What follows belongs to an exercise in optimizing a design on an open flow for small area and few clock cycles; a production flow would make more cautious choices. The RTL was checked by simulation tests, not by an equivalence proof against the original design. The flow treats the clock pin as an ideal source. Dropping or thinning the clock tree relies on that and would not hold on a real chip.

// vlsu_load_top
module vlsu_load_top #(
  parameter int unsigned NrLanes   = vlsu_pkg::NrLanesDef,
  parameter int unsigned MetaDepth = 2,
  parameter int unsigned LaneDepth = 4
) (
  input  logic                       clk_i,
  input  logic                       rst_ni,
  input  logic                       axi_r_valid_i,
  output logic                       axi_r_ready_o,
  input  logic [32:0]                axi_r_i,
  input  logic                       txn_valid_i,
  output logic                       txn_ready_o,
  input  logic [16:0]                txn_i,
  input  logic                       meta_valid_i,
  output logic                       meta_ready_o,
  input  logic [9:0]                 meta_i,
  output logic                       wb_valid_o,
  input  logic                       wb_ready_i,
  output logic [23:0]                wb_o,
  output logic [$clog2(NrLanes)-1:0] wb_lane_o
);
  vlsu_pkg::axi_r_t    axi_r;
  vlsu_pkg::txn_ctrl_t txn;
  vlsu_pkg::meta_t     meta;
  assign axi_r = axi_r_i;
  assign txn   = txn_i;
  assign meta  = meta_i;
  logic       busy_q;           
  logic [3:0] ptr_q;            
  logic       first_q;          
  logic [3:0] row_q;            
  logic       mid_q;            
  logic [2:0] idx_q;            
  logic [2:0][3:0] buf_q;       
  logic [3:0] start_ptr, ptr, row;
  logic [1:0] lo, f, lane;
  logic       mid, active;
  assign start_ptr = meta.vstart[3:0] << meta.sew;
  assign active    = meta_valid_i;
  assign ptr       = busy_q ? ptr_q : start_ptr;
  assign lo        = (busy_q && !first_q) ? 2'd0 : start_ptr[1:0];
  assign row       = busy_q ? row_q : 4'd0;
  assign mid       = busy_q && mid_q;
  assign f         = ptr[1:0];
  assign lane      = ptr[3:2];
  logic [2:0] lower, idx, s;
  logic [3:0] upper, t;
  logic [4:0] d;
  logic       final_beat, close, beat_v;
  assign beat_v     = axi_r_valid_i && txn_valid_i && active;
  assign final_beat = txn.is_final && axi_r.last;
  assign lower      = txn.is_head ? txn.head_nb : 3'd0;
  assign upper      = (txn.rmn_beat == '0) ? txn.lb_nb : 4'd8;
  assign idx        = mid ? idx_q : lower;
  assign t          = {1'b0, idx} + {2'b0, ~f} + 4'd1;
  assign d          = {1'b0, upper} - {1'b0, t};
  assign close      = !d[4];
  assign s          = t[2:0] + 3'd4;
  logic [7:0][3:0] bnib;
  logic [3:0][3:0] rot;
  ...
==> flow/config.mk <==
export PLATFORM = sky130hd
export DESIGN_NAME = vlsu_load_top
export DESIGN_NICKNAME = vlsu_load_top
export VERILOG_FILES = /design/flow/design.v
export SDC_FILE = /design/flow/constraint.sdc
export NUM_CORES = 4
export LEC_CHECK = 0
export CAP_MARGIN = 20
export CORE_MARGIN = 2
export CORE_UTILIZATION = 40
export PLACE_DENSITY = 0.6
export SLEW_MARGIN = 20
==> flow/constraint.sdc <==
create_clock -name core_clock -period 10.0 [get_ports {clk_i}]
set_input_delay 2.0000 -clock core_clock [delete_from_list [all_inputs] [get_ports {clk_i}]]
set_output_delay 2.0000 -clock core_clock [all_outputs]
set_load 0.01 [all_outputs]
standard.sh (not shown) runs the stock make flow with config.mk's settings and CLKGATE_MAP_FILE= SYNTH_SCRIPT=/design/flow/synth_recipe.tcl, a recipe that flattens the netlist after the stock synthesis.
==> flow/flow/run.sh <==
#!/bin/bash
# Standard ORFS layout, with the port buffers made of the smallest buffer cell.
set -euo pipefail
bash standard.sh BUFFER_PORTS_ARGS="-buffer_cell sky130_fd_sc_hd__buf_1" finish > standard_flow.log 2>&1
The first run completed with no timing, DRC or antenna violations.
Testbench counts at the start, summed over its fixed seeds: cycles 14,178.
Edit:
==> flow/flow/run.sh (replaced) <==
#!/bin/bash
# Standard ORFS layout with two changes: ABC maps the logic with its
# area-oriented mapper (flow/abc_area.script in place of abc_speed.script),
# and the port buffers are made of the smallest buffer cell.
set -euo pipefail
rm -rf scripts_abc
cp -r "$FLOW_HOME/scripts" scripts_abc
cp flow/abc_area.script scripts_abc/abc_speed.script
bash standard.sh SCRIPTS_DIR="$PWD/scripts_abc" \
  BUFFER_PORTS_ARGS="-buffer_cell sky130_fd_sc_hd__buf_1" finish > standard_flow.log 2>&1
==> flow/flow/abc_area.script (new file) <==
strash
dch
amap
strash
dch
amap
Result: Register-to-register slack gains 0.40 ns; wire length came out lower by a little under a tenth; critical path depth rises by 7; flip-flop and latch count stays the same; first-iteration DRC count rose by well over a third.
Edit:
GPL_TIMING_DRIVEN = 0   (was not set)
Effect: Core utilization grows by 0.12 points; synthesized area stays the same; die area is unchanged; maximum frequency shrinks by 8.5%.

* * *

vlsu_load_top, a different RTL version from the one above (not shown whole).
Size: about 240 cells after synthesis, roughly 96 I/O pins.
==> flow/config.mk <==
export PLATFORM = sky130hd
export DESIGN_NAME = vlsu_load_top
export DESIGN_NICKNAME = vlsu_load_top
export VERILOG_FILES = /design/flow/design.v
export SDC_FILE = /design/flow/constraint.sdc
export NUM_CORES = 4
export LEC_CHECK = 0
export CAP_MARGIN = 20
export CORE_MARGIN = 2
export CORE_UTILIZATION = 60
export PLACE_DENSITY = 0.8
export SLEW_MARGIN = 20
==> flow/constraint.sdc <==
create_clock -name core_clock -period 10.0 [get_ports {clk_i}]
set_input_delay 2.0000 -clock core_clock [delete_from_list [all_inputs] [get_ports {clk_i}]]
set_output_delay 2.0000 -clock core_clock [all_outputs]
set_load 0.01 [all_outputs]
==> flow/flow/run.sh <==
#!/bin/bash
# Standard ORFS layout with three changes: ABC maps the logic with its
# area-oriented mapper (flow/abc_area.script in place of abc_speed.script),
# the port buffers are made of the smallest buffer cell, and the clock is
# distributed by a single clkbuf_16 at the centre of the registers
# (flow/one_clkbuf.tcl, run as the PRE_CTS_TCL hook) instead of a tree.
set -euo pipefail
rm -rf scripts_abc
cp -r "$FLOW_HOME/scripts" scripts_abc
cp flow/abc_area.script scripts_abc/abc_speed.script
bash standard.sh SCRIPTS_DIR="$PWD/scripts_abc" \
  BUFFER_PORTS_ARGS="-buffer_cell sky130_fd_sc_hd__buf_1" \
  PRE_CTS_TCL="$PWD/flow/one_clkbuf.tcl" ONE_CLKBUF_CELL=sky130_fd_sc_hd__clkbuf_16 \
  finish > standard_flow.log 2>&1
==> flow/flow/abc_area.script <==
strash
dch
amap
strash
dch
amap
==> flow/flow/one_clkbuf.tcl <==
# Pre-CTS hook: the design has few registers, so one clock buffer placed at
# the centre of the registers drives them all, in place of TritonCTS's tree.
set block [ord::get_db_block]
set dbu [$block getDbUnitsPerMicron]
set clk_net [$block findNet clk_i]
set sx 0
set sy 0
set n 0
foreach it [$clk_net getITerms] {
  lassign [[$it getInst] getLocation] x y
  set sx [expr {$sx + $x}]
  set sy [expr {$sy + $y}]
  incr n
}
set cx [expr {double($sx) / $n / $dbu}]
set cy [expr {double($sy) / $n / $dbu}]
puts "one_clkbuf: $n clock sinks, buffer at ($cx, $cy)"
insert_buffer -buffer_cell $::env(ONE_CLKBUF_CELL) -net clk_i \
  -location [list $cx $cy] -buffer_name clkbuf_root -net_name clknet_root
rename clock_tree_synthesis tritoncts_unused
proc clock_tree_synthesis { args } {
  puts "one_clkbuf: clock tree is the single root buffer"
  set_propagated_clock [all_clocks]
}
Testbench counts at the start, summed over its fixed seeds: cycles 14,178.
Then changed:
==> flow/flow/run.sh (replaced) <==
#!/bin/bash
# Standard ORFS layout with three changes: ABC maps the logic with its
# area-oriented mapper (flow/abc_area.script in place of abc_speed.script),
# the port buffers are made of the smallest buffer cell, and the clock tree
# is built from clkbuf_8 cells without dummy loads.
set -euo pipefail
rm -rf scripts_abc
cp -r "$FLOW_HOME/scripts" scripts_abc
cp flow/abc_area.script scripts_abc/abc_speed.script
bash standard.sh SCRIPTS_DIR="$PWD/scripts_abc" \
  BUFFER_PORTS_ARGS="-buffer_cell sky130_fd_sc_hd__buf_1" \
  CTS_ARGS="-sink_clustering_enable -repair_clock_nets -dont_use_dummy_load -root_buf sky130_fd_sc_hd__clkbuf_8 -buf_list sky130_fd_sc_hd__clkbuf_8 -sink_clustering_size 30 -sink_clustering_max_diameter 200" \
  finish > standard_flow.log 2>&1
--- a/flow/config.mk
+++ b/flow/config.mk
@@ -8,5 +8,6 @@
 export CAP_MARGIN = 20
 export CORE_MARGIN = 2
-export CORE_UTILIZATION = 60
-export PLACE_DENSITY = 0.8
+export CORE_UTILIZATION = 40
+export GPL_TIMING_DRIVEN = 0
+export PLACE_DENSITY = 0.6
 export SLEW_MARGIN = 20
removed: flow/flow/one_clkbuf.tcl
Setup slack got worse by 0.23 ns.
Core utilization is lower by 25 points.
Worst hold slack got worse by 0.012 ns.
Critical path depth is lower by 3.
Final area is higher by 3.0%.
Flip-flop and latch count does not change.
Die area is higher by 47%.
Sequential share of layout area is lower by 0.76 points.
Via count is higher by 2.7%.
Then changed:
==> flow/flow/run.sh (replaced) <==
#!/bin/bash
# Standard ORFS layout with three changes: ABC maps the logic with its
# area-oriented mapper (flow/abc_area.script in place of abc_speed.script),
# the port buffers are made of the smallest buffer cell, and the clock is
# distributed by a single clkbuf_16 at the centre of the registers
# (flow/one_clkbuf.tcl, run as the PRE_CTS_TCL hook) instead of a tree.
set -euo pipefail
rm -rf scripts_abc
cp -r "$FLOW_HOME/scripts" scripts_abc
cp flow/abc_area.script scripts_abc/abc_speed.script
bash standard.sh SCRIPTS_DIR="$PWD/scripts_abc" \
  BUFFER_PORTS_ARGS="-buffer_cell sky130_fd_sc_hd__buf_1" \
  PRE_CTS_TCL="$PWD/flow/one_clkbuf.tcl" ONE_CLKBUF_CELL=sky130_fd_sc_hd__clkbuf_16 \
  finish > standard_flow.log 2>&1
==> flow/flow/one_clkbuf.tcl (new file) <==
# Pre-CTS hook: the design has few registers, so one clock buffer placed at
# the centre of the registers drives them all, in place of TritonCTS's tree.
set block [ord::get_db_block]
set dbu [$block getDbUnitsPerMicron]
set clk_net [$block findNet clk_i]
set sx 0
set sy 0
set n 0
foreach it [$clk_net getITerms] {
  lassign [[$it getInst] getLocation] x y
  set sx [expr {$sx + $x}]
  set sy [expr {$sy + $y}]
  incr n
}
set cx [expr {double($sx) / $n / $dbu}]
set cy [expr {double($sy) / $n / $dbu}]
puts "one_clkbuf: $n clock sinks, buffer at ($cx, $cy)"
insert_buffer -buffer_cell $::env(ONE_CLKBUF_CELL) -net clk_i \
  -location [list $cx $cy] -buffer_name clkbuf_root -net_name clknet_root
rename clock_tree_synthesis tritoncts_unused
proc clock_tree_synthesis { args } {
  puts "one_clkbuf: clock tree is the single root buffer"
  set_propagated_clock [all_clocks]
}
--- a/flow/config.mk
+++ b/flow/config.mk
@@ -8,6 +8,5 @@
 export CAP_MARGIN = 20
 export CORE_MARGIN = 2
-export CORE_UTILIZATION = 40
-export GPL_TIMING_DRIVEN = 0
-export PLACE_DENSITY = 0.6
+export CORE_UTILIZATION = 75
+export PLACE_DENSITY = 0.9
 export SLEW_MARGIN = 20
Now the flow stopped in global placement (GPL-0301).
Area after synthesis does not change.
Synthesized cell count is unchanged.
Then changed:
==> flow/flow/run.sh (replaced) <==
#!/bin/bash
# Standard ORFS layout with three changes: ABC maps the logic with its
# area-oriented mapper (flow/abc_area.script in place of abc_speed.script),
# the port buffers are made of the smallest buffer cell, and the clock tree
# is built from clkbuf_8 cells without dummy loads.
set -euo pipefail
rm -rf scripts_abc
cp -r "$FLOW_HOME/scripts" scripts_abc
cp flow/abc_area.script scripts_abc/abc_speed.script
bash standard.sh SCRIPTS_DIR="$PWD/scripts_abc" \
  BUFFER_PORTS_ARGS="-buffer_cell sky130_fd_sc_hd__buf_1" \
  CTS_ARGS="-sink_clustering_enable -repair_clock_nets -dont_use_dummy_load -root_buf sky130_fd_sc_hd__clkbuf_8 -buf_list sky130_fd_sc_hd__clkbuf_8 -sink_clustering_size 64 -sink_clustering_max_diameter 2000 -sink_buffer_max_cap_derate 1.0" \
  finish > standard_flow.log 2>&1
--- a/flow/config.mk
+++ b/flow/config.mk
@@ -8,5 +8,5 @@
 export CAP_MARGIN = 20
 export CORE_MARGIN = 2
-export CORE_UTILIZATION = 75
-export PLACE_DENSITY = 0.9
+export CORE_UTILIZATION = 60
+export PLACE_DENSITY = 0.8
 export SLEW_MARGIN = 20
removed: flow/flow/one_clkbuf.tcl
The new run completed without violations.
Synthesized area does not change.
Synthesized cell count does not change.
In the first run of this note the design's own scripts or RTL, not TritonCTS, make the clock network.

-- what the ideal ports hide --
In the flow no input, the clock included, has a driving cell. The finished layouts below were timed again as built, in two steps.
Step 1 sets driving cells, clkbuf_16 on the clock port and buf_2 on the other inputs (assumed; they add their load-dependent delay and slew).
Step 2 moves the port delays by t, midway between the first and last clock arrival at a register: inputs arrive t later, outputs are due t later. That takes back most of the time a late clock gives input paths.
Three values: no drivers, after step 1, after step 2; two values: the first two.
run	shift t [ns]	slack for setup (ns)	worst register clock-pin slew, ns
the first run of note 1	0.300	1.482 / 1.460 / 1.460	0.10 / 0.10
the second run of note 1	0.290	1.275 / 1.245 / 1.245	0.09 / 0.09
the third run of note 1	0.300	0.469 / 0.438 / 0.438	0.10 / 0.10
the first run of note 2	0.189	0.886 / 0.864 / 0.864	0.10 / 0.10
the second run of note 2	0.301	0.654 / 0.626 / 0.626	0.10 / 0.10
the fourth run of note 2	0.298	0.839 / 0.818 / 0.818	0.09 / 0.09
After both steps setup and hold are still met in every run listed. The setup slack of the third run of note 1, which loses most, moves by -0.031 ns with the drivers and by -0.031 ns with both steps.
